Context: an optimization exercise on an open-source flow, tuned for small area, a short achievable clock period and few clock cycles per item. The choices shown serve that exercise and are no tape-out recipe. Only simulation tests tie the RTL to the original design; equivalence was not proved.

### design.v
package sha256_pkg;
	localparam int unsigned WordW = 32;
	localparam int unsigned QueueDepth = 4;
	localparam logic [5:0] DigestBytesRst = 6'd32;
	localparam logic [5:0] DigestMax = 6'd32;
	localparam logic [7:0] PadByte = 8'h80;
	typedef logic [WordW-1:0] word_t;
	typedef enum logic [1:0] {
		CMD_BYTE,
		CMD_PAD,
		CMD_LEN
	} cmd_kind_t;
	typedef struct packed {
		cmd_kind_t kind;
		logic [7:0] data;
	} cmd_t;
	typedef enum logic [2:0] {
		B_IDLE,
		B_ROUND,
		B_ADD,
		B_EMIT
	} back_state_t;
	function automatic word_t init_h(input logic [2:0] i);
		word_t h;
		unique case (i)
			3'd0: h = 32'h6A09E667; 3'd1: h = 32'hBB67AE85;
			3'd2: h = 32'h3C6EF372; 3'd3: h = 32'hA54FF53A;
			3'd4: h = 32'h510E527F; 3'd5: h = 32'h9B05688C;
			3'd6: h = 32'h1F83D9AB; default: h = 32'h5BE0CD19;
		endcase
		init_h = h;
	endfunction
	function automatic word_t round_k(input logic [5:0] r);
		word_t k;
		unique case (r)
			6'd0: k = 32'h428A2F98; 6'd1: k = 32'h71374491; 6'd2: k = 32'hB5C0FBCF;
			6'd3: k = 32'hE9B5DBA5; 6'd4: k = 32'h3956C25B; 6'd5: k = 32'h59F111F1;
			6'd6: k = 32'h923F82A4; 6'd7: k = 32'hAB1C5ED5; 6'd8: k = 32'hD807AA98;
			6'd9: k = 32'h12835B01; 6'd10: k = 32'h243185BE; 6'd11: k = 32'h550C7DC3;
			6'd12: k = 32'h72BE5D74; 6'd13: k = 32'h80DEB1FE; 6'd14: k = 32'h9BDC06A7;
			6'd15: k = 32'hC19BF174; 6'd16: k = 32'hE49B69C1; 6'd17: k = 32'hEFBE4786;
			6'd18: k = 32'h0FC19DC6; 6'd19: k = 32'h240CA1CC; 6'd20: k = 32'h2DE92C6F;
			6'd21: k = 32'h4A7484AA; 6'd22: k = 32'h5CB0A9DC; 6'd23: k = 32'h76F988DA;
			6'd24: k = 32'h983E5152; 6'd25: k = 32'hA831C66D; 6'd26: k = 32'hB00327C8;
			6'd27: k = 32'hBF597FC7; 6'd28: k = 32'hC6E00BF3; 6'd29: k = 32'hD5A79147;
			6'd30: k = 32'h06CA6351; 6'd31: k = 32'h14292967; 6'd32: k = 32'h27B70A85;
			6'd33: k = 32'h2E1B2138; 6'd34: k = 32'h4D2C6DFC; 6'd35: k = 32'h53380D13;
			6'd36: k = 32'h650A7354; 6'd37: k = 32'h766A0ABB; 6'd38: k = 32'h81C2C92E;
			6'd39: k = 32'h92722C85; 6'd40: k = 32'hA2BFE8A1; 6'd41: k = 32'hA81A664B;
			6'd42: k = 32'hC24B8B70; 6'd43: k = 32'hC76C51A3; 6'd44: k = 32'hD192E819;
			6'd45: k = 32'hD6990624; 6'd46: k = 32'hF40E3585; 6'd47: k = 32'h106AA070;
			6'd48: k = 32'h19A4C116; 6'd49: k = 32'h1E376C08; 6'd50: k = 32'h2748774C;
			6'd51: k = 32'h34B0BCB5; 6'd52: k = 32'h391C0CB3; 6'd53: k = 32'h4ED8AA4A;
			6'd54: k = 32'h5B9CCA4F; 6'd55: k = 32'h682E6FF3; 6'd56: k = 32'h748F82EE;
			6'd57: k = 32'h78A5636F; 6'd58: k = 32'h84C87814; 6'd59: k = 32'h8CC70208;
			6'd60: k = 32'h90BEFFFA; 6'd61: k = 32'hA4506CEB; 6'd62: k = 32'hBEF9A3F7;
			6'd63: k = 32'hC67178F2;
			default: k = '0;
		endcase
		round_k = k;
	endfunction
	function automatic word_t rotr(input word_t x, input int unsigned n);
		rotr = (x >> n) | (x << (WordW - n));
	endfunction
endpackage
module sha256_front (
	input  logic                clk,
	input  logic                arst_n,
	input  logic                in_valid,
	output logic                in_ready,
	input  logic                in_mode,
	input  logic [7:0]          in_data,
	output logic                cmd_valid,
	input  logic                cmd_ready,
	output sha256_pkg::cmd_t    cmd
);
	logic [5:0] fill_q;
	logic       pad_q;
	logic       pad_first_q;
	assign in_ready = !pad_q && cmd_ready;
	assign cmd_valid = pad_q || (in_valid && !in_mode);
	always_comb begin
		cmd.data = in_data;
		cmd.kind = sha256_pkg::CMD_BYTE;
		if (pad_q) begin
			cmd.data = pad_first_q ? sha256_pkg::PadByte : 8'h00;
			cmd.kind = (!pad_first_q && fill_q == 6'd56) ? sha256_pkg::CMD_LEN : sha256_pkg::CMD_PAD;
		end
	end
	always_ff @(posedge clk or negedge arst_n) begin
		if (!arst_n) begin
			fill_q <= '0;
			pad_q <= 1'b0;
			pad_first_q <= 1'b0;
		end else if (pad_q) begin
			if (cmd_ready) begin
				pad_first_q <= 1'b0;
				if (cmd.kind == sha256_pkg::CMD_LEN) begin
					pad_q <= 1'b0;
					fill_q <= '0;
				end else begin
					fill_q <= fill_q + 6'd1;
				end
			end
		end else if (in_valid && in_ready) begin
			if (in_mode) begin
				pad_q <= 1'b1;
				pad_first_q <= 1'b1;
			end else begin
				fill_q <= fill_q + 6'd1;
			end
		end
	end
endmodule
module sha256_queue #(
	parameter int unsigned Depth = sha256_pkg::QueueDepth
) (
	input  logic             clk,
	input  logic             arst_n,
	input  logic             wr_valid,
	output logic             wr_ready,
	input  sha256_pkg::cmd_t wr_cmd,
	output logic             rd_valid,
	input  logic             rd_ready,
	output sha256_pkg::cmd_t rd_cmd
);
	localparam int unsigned AW = (Depth > 1) ? $clog2(Depth) : 1;
	logic [9:0]    mem_q [Depth];
	logic [AW-1:0] wp_q, rp_q;
	logic [AW:0]   cnt_q;
	logic          wr, rd;
	assign wr_ready = cnt_q != (AW+1)'(Depth);
	assign rd_valid = cnt_q != '0;
	assign rd_cmd = mem_q[rp_q];
	assign wr = wr_valid && wr_ready;
	assign rd = rd_valid && rd_ready;
	always_ff @(posedge clk) begin
		if (wr)
			mem_q[wp_q] <= wr_cmd;
	end
	always_ff @(posedge clk or negedge arst_n) begin
		if (!arst_n) begin
			wp_q <= '0;
			rp_q <= '0;
			cnt_q <= '0;
		end else begin
			if (wr)
				wp_q <= (wp_q == AW'(Depth - 1)) ? '0 : wp_q + AW'(1);
			if (rd)
				rp_q <= (rp_q == AW'(Depth - 1)) ? '0 : rp_q + AW'(1);
			cnt_q <= cnt_q + (AW+1)'(wr) - (AW+1)'(rd);
		end
	end
endmodule
module sha256_back (
	input  logic             clk,
	input  logic             arst_n,
	input  logic             cmd_valid,
	output logic             cmd_ready,
	input  sha256_pkg::cmd_t cmd,
	input  logic [5:0]       digest_bytes,
	output logic             out_valid,
	input  logic             out_ready,
	output logic [7:0]       out_byte,
	output logic             out_last
);
	sha256_pkg::back_state_t state_q, state_d;
	sha256_pkg::word_t       h_q [8];
	sha256_pkg::word_t       v_q [8];
	sha256_pkg::word_t       w_q [16];
	logic [5:0]  fill_q;
	logic [5:0]  rnd_q;
	logic [63:0] len_q;
	logic        fin_q;
	logic [5:0]  k_q, n_q;
	logic        take;
	sha256_pkg::word_t       w_new, w_cur, t0, t1, s0, s1, a2, a15;
	logic [5:0]  n_cap;
	assign n_cap = (digest_bytes > sha256_pkg::DigestMax) ? sha256_pkg::DigestMax : digest_bytes;
	always_comb begin
		a2 = w_q[14];
		a15 = w_q[1];
		s0 = sha256_pkg::rotr(a15, 7) ^ sha256_pkg::rotr(a15, 18) ^ (a15 >> 3);
		s1 = sha256_pkg::rotr(a2, 17) ^ sha256_pkg::rotr(a2, 19) ^ (a2 >> 10);
		w_new = w_q[0] + s0 + w_q[9] + s1;
		w_cur = w_q[0];
		t0 = v_q[7] + (sha256_pkg::rotr(v_q[4], 6) ^ sha256_pkg::rotr(v_q[4], 11) ^ sha256_pkg::rotr(v_q[4], 25))
			+ (v_q[6] ^ (v_q[4] & (v_q[5] ^ v_q[6]))) + sha256_pkg::round_k(rnd_q) + w_cur;
		t1 = (sha256_pkg::rotr(v_q[0], 2) ^ sha256_pkg::rotr(v_q[0], 13) ^ sha256_pkg::rotr(v_q[0], 22))
			+ (((v_q[0] | v_q[1]) & v_q[2]) | (v_q[0] & v_q[1]));
	end
	always_comb begin
		state_d = state_q;
		cmd_ready = 1'b0;
		out_valid = 1'b0;
		unique case (state_q)
			sha256_pkg::B_IDLE: cmd_ready = 1'b1;
			sha256_pkg::B_ROUND: if (rnd_q == 6'd63) state_d = sha256_pkg::B_ADD;
			sha256_pkg::B_ADD: state_d = (fin_q && n_q != '0) ? sha256_pkg::B_EMIT : sha256_pkg::B_IDLE;
			sha256_pkg::B_EMIT: begin
				out_valid = 1'b1;
				if (out_ready && k_q == n_q - 6'd1)
					state_d = sha256_pkg::B_IDLE;
			end
			default: state_d = sha256_pkg::B_IDLE;
		endcase
		if (state_q == sha256_pkg::B_IDLE && cmd_valid &&
				(cmd.kind == sha256_pkg::CMD_LEN || fill_q == 6'd63))
			state_d = sha256_pkg::B_ROUND;
	end
	assign take = cmd_valid && cmd_ready;
	always_comb begin
		sha256_pkg::word_t hw;
		hw = h_q[k_q[4:2]];
		unique case (k_q[1:0])
			2'd0: out_byte = hw[31:24];
			2'd1: out_byte = hw[23:16];
			2'd2: out_byte = hw[15:8];
			2'd3: out_byte = hw[7:0];
			default: out_byte = '0;
		endcase
	end
	assign out_last = k_q == n_q - 6'd1;
	always_ff @(posedge clk or negedge arst_n) begin
		if (!arst_n)
			state_q <= sha256_pkg::B_IDLE;
		else
			state_q <= state_d;
	end
	always_ff @(posedge clk) begin
		unique case (state_q)
			sha256_pkg::B_IDLE: if (take) begin
				for (int i = 0; i < 8; i++)
					v_q[i] <= h_q[i];
				if (cmd.kind == sha256_pkg::CMD_LEN) begin
					w_q[14] <= len_q[63:32];
					w_q[15] <= len_q[31:0];
				end else begin
					for (int i = 0; i < 16; i++)
						for (int j = 0; j < 4; j++)
							if (fill_q == 6'(4 * i + j))
								w_q[i][24 - 8 * j +: 8] <= cmd.data;
				end
			end
			sha256_pkg::B_ROUND: begin
				v_q[7] <= v_q[6];
				v_q[6] <= v_q[5];
				v_q[5] <= v_q[4];
				v_q[4] <= v_q[3] + t0;
				v_q[3] <= v_q[2];
				v_q[2] <= v_q[1];
				v_q[1] <= v_q[0];
				v_q[0] <= t0 + t1;
				for (int i = 0; i < 15; i++)
					w_q[i] <= w_q[i+1];
				w_q[15] <= w_new;
			end
			default: ;
		endcase
	end
	always_ff @(posedge clk or negedge arst_n) begin
		if (!arst_n) begin
			for (int i = 0; i < 8; i++)
				h_q[i] <= sha256_pkg::init_h(3'(i));
			fill_q <= '0;
			len_q <= '0;
			fin_q <= 1'b0;
			rnd_q <= '0;
			k_q <= '0;
			n_q <= '0;
		end else begin
			unique case (state_q)
				sha256_pkg::B_IDLE: if (take) begin
					fin_q <= cmd.kind == sha256_pkg::CMD_LEN;
					n_q <= n_cap;
					k_q <= '0;
					rnd_q <= '0;
					if (cmd.kind == sha256_pkg::CMD_LEN) begin
						fill_q <= '0;
					end else begin
						fill_q <= fill_q + 6'd1;
						if (cmd.kind == sha256_pkg::CMD_BYTE)
							len_q <= len_q + 64'd8;
					end
				end
				sha256_pkg::B_ROUND: begin
					rnd_q <= rnd_q + 6'd1;
				end
				sha256_pkg::B_ADD: begin
					if (fin_q && n_q == '0) begin
						for (int i = 0; i < 8; i++)
							h_q[i] <= sha256_pkg::init_h(3'(i));
						len_q <= '0;
					end else begin
						for (int i = 0; i < 8; i++)
							h_q[i] <= h_q[i] + v_q[i];
					end
				end
				sha256_pkg::B_EMIT: if (out_ready) begin
					k_q <= k_q + 6'd1;
					if (k_q == n_q - 6'd1) begin
						for (int i = 0; i < 8; i++)
							h_q[i] <= sha256_pkg::init_h(3'(i));
						len_q <= '0;
					end
				end
				default: ;
			endcase
		end
	end
endmodule
module sha256_stream_hasher_top #(
	parameter int unsigned QDepth = sha256_pkg::QueueDepth
) (
	input  logic       clk,
	input  logic       arst_n,
	input  logic       s_axis_tvalid,
	output logic       s_axis_tready,
	input  logic [7:0] s_axis_tdata,   
	input  logic       s_axis_tuser,   
	output logic       m_axis_tvalid,
	input  logic       m_axis_tready,
	output logic [7:0] m_axis_tdata,   
	output logic       m_axis_tlast,
	input  logic       cfg_we,
	input  logic [5:0] cfg_wdata
);
	logic [5:0] digest_bytes_q;
	logic       fq_valid, fq_ready, qb_valid, qb_ready;
	sha256_pkg::cmd_t       fq_cmd, qb_cmd;
	always_ff @(posedge clk or negedge arst_n) begin
		if (!arst_n)
			digest_bytes_q <= sha256_pkg::DigestBytesRst;
		else if (cfg_we)
			digest_bytes_q <= cfg_wdata;
	end
	sha256_front u_front (
		.clk, .arst_n,
		.in_valid(s_axis_tvalid), .in_ready(s_axis_tready),
		.in_mode(s_axis_tuser), .in_data(s_axis_tdata),
		.cmd_valid(fq_valid), .cmd_ready(fq_ready), .cmd(fq_cmd)
	);
	sha256_queue #(.Depth(QDepth)) u_queue (
		.clk, .arst_n,
		.wr_valid(fq_valid), .wr_ready(fq_ready), .wr_cmd(fq_cmd),
		.rd_valid(qb_valid), .rd_ready(qb_ready), .rd_cmd(qb_cmd)
	);
	sha256_back u_back (
		.clk, .arst_n,
		.cmd_valid(qb_valid), .cmd_ready(qb_ready), .cmd(qb_cmd),
		.digest_bytes(digest_bytes_q),
		.out_valid(m_axis_tvalid), .out_ready(m_axis_tready),
		.out_byte(m_axis_tdata), .out_last(m_axis_tlast)
	);
endmodule
### run.sh
#!/bin/bash
# synth_recipe.tcl (not shown) runs the flow's synth.tcl, then flattens the netlist and writes it again
# the make line also repeats each setting of config.mk as NAME=value (left out here)
make -C /OpenROAD-flow-scripts/flow DESIGN_CONFIG=/design/flow/config.mk WORK_HOME=/design/flow/orfs CLKGATE_MAP_FILE= SYNTH_SCRIPT=/design/flow/synth_recipe.tcl finish
### config.mk
export PLATFORM = sky130hd
export DESIGN_NAME = sha256_stream_hasher_top
export DESIGN_NICKNAME = sha256_stream_hasher_top
export VERILOG_FILES = /design/flow/design.v
export SDC_FILE = /design/flow/constraint.sdc
export NUM_CORES = 4
export LEC_CHECK = 0
export CAP_MARGIN = 20
export CORE_MARGIN = 2
export CORE_UTILIZATION = 45
export PLACE_DENSITY = 0.6
export SLEW_MARGIN = 20
### constraint.sdc
create_clock -name core_clock -period 12.0 [get_ports {clk}]
set_input_delay 2.4000 -clock core_clock [delete_from_list [all_inputs] [get_ports {clk}]]
set_output_delay 2.4000 -clock core_clock [all_outputs]
set_load 0.01 [all_outputs]
==> impl_metrics.yaml <==
cells_and_area:
  nNetsFinal: 8330
  syn2layout_area_growth_pct: 9.42
  utilization: 0.496
  antennaDiodeCount: 0
  drive_gt1_frac: 0.107
  fin_area_mm2: 0.0850
sta:
  setup_viol: 0
  final_max_slew_viol_count: 0
  min_period_over_period: 0.824
  rsz0062_at_grt: "false"
  fmax_mhz: 101
  relSlewSlack: 0.185
  fin_ws_ns: 2.12
  fin_setup_tns_ns: 0
  period_needed_ns: 9.88
  worst_pin_slew_ns: 1.19
  hold_viol: 0
  skew_ns: 0.0388
placed_design:
  dpl_worst_slack_ns: 2.18
  placement.io_buffers: 30
  placed_area_mm2: 0.0804
  dp_hpwl_mm: 199
  gp_congestion: 0.968
yosys:
  synth-seq-cells: 1173
  ys_warn_count: 7
  yosysMostFrequentCell: "nand2_1"
  synth.cell_area_mm2: 0.0777
  yosys-top-cells-area: "edfxtp_1 (31%), dfrtp_1 (7.3%), ha_1 (6.7%)"
  synth_top_area_cell: "edfxtp_1"
  netlist_instances: 7834
  synth-main-ff-cell: "edfxtp_1"
  synth_top_area_frac: 0.312
  synth_cell_types: 85
  syn_nets: 8463
  synth-seq-area-share: 0.432
  avgSynthCellArea_um2: 9.92
  synthTopCellsByCount: "nand2_1 (1297), edfxtp_1 (808), a21oi_1 (576), o21ai_0 (531), nor2_1 (457)"
  async_reset_ff_frac: 0.311
  synth-edff-count: 808
cts:
  cts_tree: "yes"
  ctsLongestPathBuffers: 3
  cts_num_sinks: 1173
  root_buffer: "clkbuf_16"
  hold_buffers: 0
  clock_latency_ns: 0.81
  ctsResizeCount: 0
  cts_buffers: 139
  clk_pin_slew_worst_paths_ns: 0.07
  htreeDepth: 4
  cts_setup_buffers: 0
global_routing:
  grt_util_all_layers: 0.307
  overflow: 0
  grt_pass1_vias: 59284
  antenna_found_initial: 1
  grt_pass1_wl_mm: 400
  grt_max_degree: 222
setup_path:
  r2r_cells: 32
  end_kind: "register"
  crit_buf_inv: 6
  critical_path.top_delay_family: "adder cells"
  reg2reg_slack_ns: 2.12
  endpoint: "u_back.v_q[0][30]$_DFFE_PP_"
  cp_num_cells: 32
  critPathKind: "reg2reg"
  cp-start-kind: "register"
  crit_slowest_cell: "fa_1"
  crit_arrival_ns: 10.44
  critPathLaunch: "u_back.rnd_q[0]$_DFFE_PN0P_"
  cp_max_fo: 11
  rr_endpoint: "u_back.v_q[0][30]$_DFFE_PP_"
  required_ns: 12.55
  worstReg2RegStart: "u_back.rnd_q[0]$_DFFE_PN0P_"
  cp_slowest_stage_delay_ns: 0.55
routing:
  drt-total-wl_mm: 271
  vias: 60674
  antenna_left: 0
  dr.first_iter.drc_count: 6215
  first_pass_iters: 6
  route.detailed.wl_per_inst_um: 26.7
  route.detailed.drc: 0
  viasPerCell: 5.99
die:
  num_rows: 152
  dieHeight_um: 420
  core-area_mm2: 0.172
  io_pins: 31
  chipWidth_um: 420
  dieArea_mm2: 0.176
  initial_utilization: 0.453
worst_hold_path:
  hold_path_class: "reg2reg"
run_status:
  outcome: "no timing/DRC/antenna violations"
flow_run:
  cap_violations: 0
## area by class of cell
cell class | instances | area, um2
well taps | 2310 | 2890
flip-flops and latches | 1173 | 33600
multi-input cells | 5812 | 41000
clock inverters | 73 | 827
repair buffers | 153 | 1280
fillers | 15793 | 86500
clock buffers | 187 | 3790
inverters | 422 | 1590
## sequential cells by signal, indices dropped and copies added, names as in the netlist
signal               count
u_back.fill_q            6
u_queue.mem_q           40
u_back.k_q               6
u_front.pad_first_q      1
u_front.pad_q            1
u_back.n_q               6
u_back.fin_q             1
u_queue.rp_q             2
u_back.state_q           2
u_back.v_q             256
u_back.h_q             256
u_front.fill_q           6
u_back.len_q            61
u_back.rnd_q             6
digest_bytes_q           6
u_back.w_q             512
u_queue.cnt_q            3
u_queue.wp_q             2
## cells in the final DEF, fill, tap and decap left out, drive strengths merged, types with 46 or more instances in the layout
| cell type | n |
|---|---|
| a211oi | 85 |
| a21o | 195 |
| a21oi | 576 |
| buf | 123 |
| clkbuf | 188 |
| clkinv | 53 |
| dfrtp | 228 |
| dfstp | 137 |
| edfxtp | 808 |
| fa | 196 |
| ha | 413 |
| inv | 425 |
| mux2 | 275 |
| mux2i | 58 |
| nand2 | 1297 |
| nand2b | 75 |
| nand3 | 106 |
| nand4 | 52 |
| nor2 | 457 |
| nor2b | 71 |
| nor3 | 74 |
| o21a | 62 |
| o21ai | 532 |
| o21bai | 46 |
| or3 | 56 |
| xnor2 | 387 |
| xor2 | 229 |
## worst register-to-register path, delay by kind of cell, from the launching register on
family | cells | cell delay, ns
multiplexers | 2 | 0.78
AO/OA/AOI/OAI | 10 | 2.91
adder cells (fa/ha/maj) | 8 | 3.16
XOR/XNOR | 2 | 0.46
flip-flops | 1 | 0.38
buffers and inverters | 6 | 0.98
AND/OR/NAND/NOR | 4 | 0.97
## cell families (layout without fill, tap and decap cells)
logic type                 after synthesis  count (layout)  share of synthesized area
DFF                                   1173            1173                      0.432
adders and majority gates              631             631                      0.120
xor gates and xnor gates               617             617                     0.0697
buffers and inverters                  849             835                     0.0410
AOI/OAI and AO/OA                     1873            1873                      0.149
and+or+nand+nor                       2315            2315                      0.128
muxes                                  376             376                     0.0598
## layer usage
| layer | GRT usage | up-vias | part of all wire |
|---|---|---|---|
| met1 | 0.401 | 30366 | 0.41 |
| met2 | 0.496 | 2341 | 0.47 |
| met4 | 0.164 | 0 | 0.062 |
| met5 | 0 | - | 0 |
| met3 | 0.0418 | 547 | 0.062 |
| li1 | - | 27420 | - |
## worst min path at each step
stage,cells after the start,startpoint,to,slack [ns]
global placement,2,digest_bytes_q[1]$_DFFE_PN0P_,u_back.n_q[1]$_DFFE_PN0P_,0.49
global route,2,u_back.w_q[12][19]$_DFFE_PP_,u_back.w_q[11][19]$_DFFE_PP_,0.53
finish,2,u_back.fin_q$_DFFE_PN0P_,u_back.fin_q$_DFFE_PN0P_,0.50
floorplan,1,u_back.h_q[7][31]$_DFFE_PN0P_,u_back.h_q[7][31]$_DFFE_PN0P_,0.46
CTS,2,u_back.fin_q$_DFFE_PN0P_,u_back.fin_q$_DFFE_PN0P_,0.50
detailed placement,2,u_back.fin_q$_DFFE_PN0P_,u_back.fin_q$_DFFE_PN0P_,0.49
## stage by stage
| step | instances | hold slack, ns |
|---|---|---|
| finish | 10130 | 0.501 |
| global route | 10130 | 0.528 |
| CTS | 10129 | 0.504 |
| detailed placement | 9869 | 0.489 |
| global placement | 9869 | 0.487 |
| floorplan | 7834 | 0.464 |
Testbench counts, summed over its fixed seeds: cycles 102,412, bytes 44,000.

==> separate check: timing with driven ports <==
How much do the figures lean on ideal ports? The routed layout below was timed once more, with nothing changed but the port constraints.
Step 1: set_driving_cell puts a clkbuf_16 on clk and a buf_2 on each other input, an assumption about the parent block.
Step 2 times the ports against the registers' clock, not the clock port: input delays grow and output delays shrink by t, the midpoint of the rising clock arrivals with the driver on.
a / b / c = ideal ports / drivers / drivers and shift; a / b = the first two.
t, ns: 0.883
setup slack, ns: 2.116 / 2.116 / 2.116
cell pins on the clock port's net: 1
After both steps setup and hold are still met in this run. The setup slack of this run moves by 0.000 ns with the drivers and by 0.000 ns with both steps.
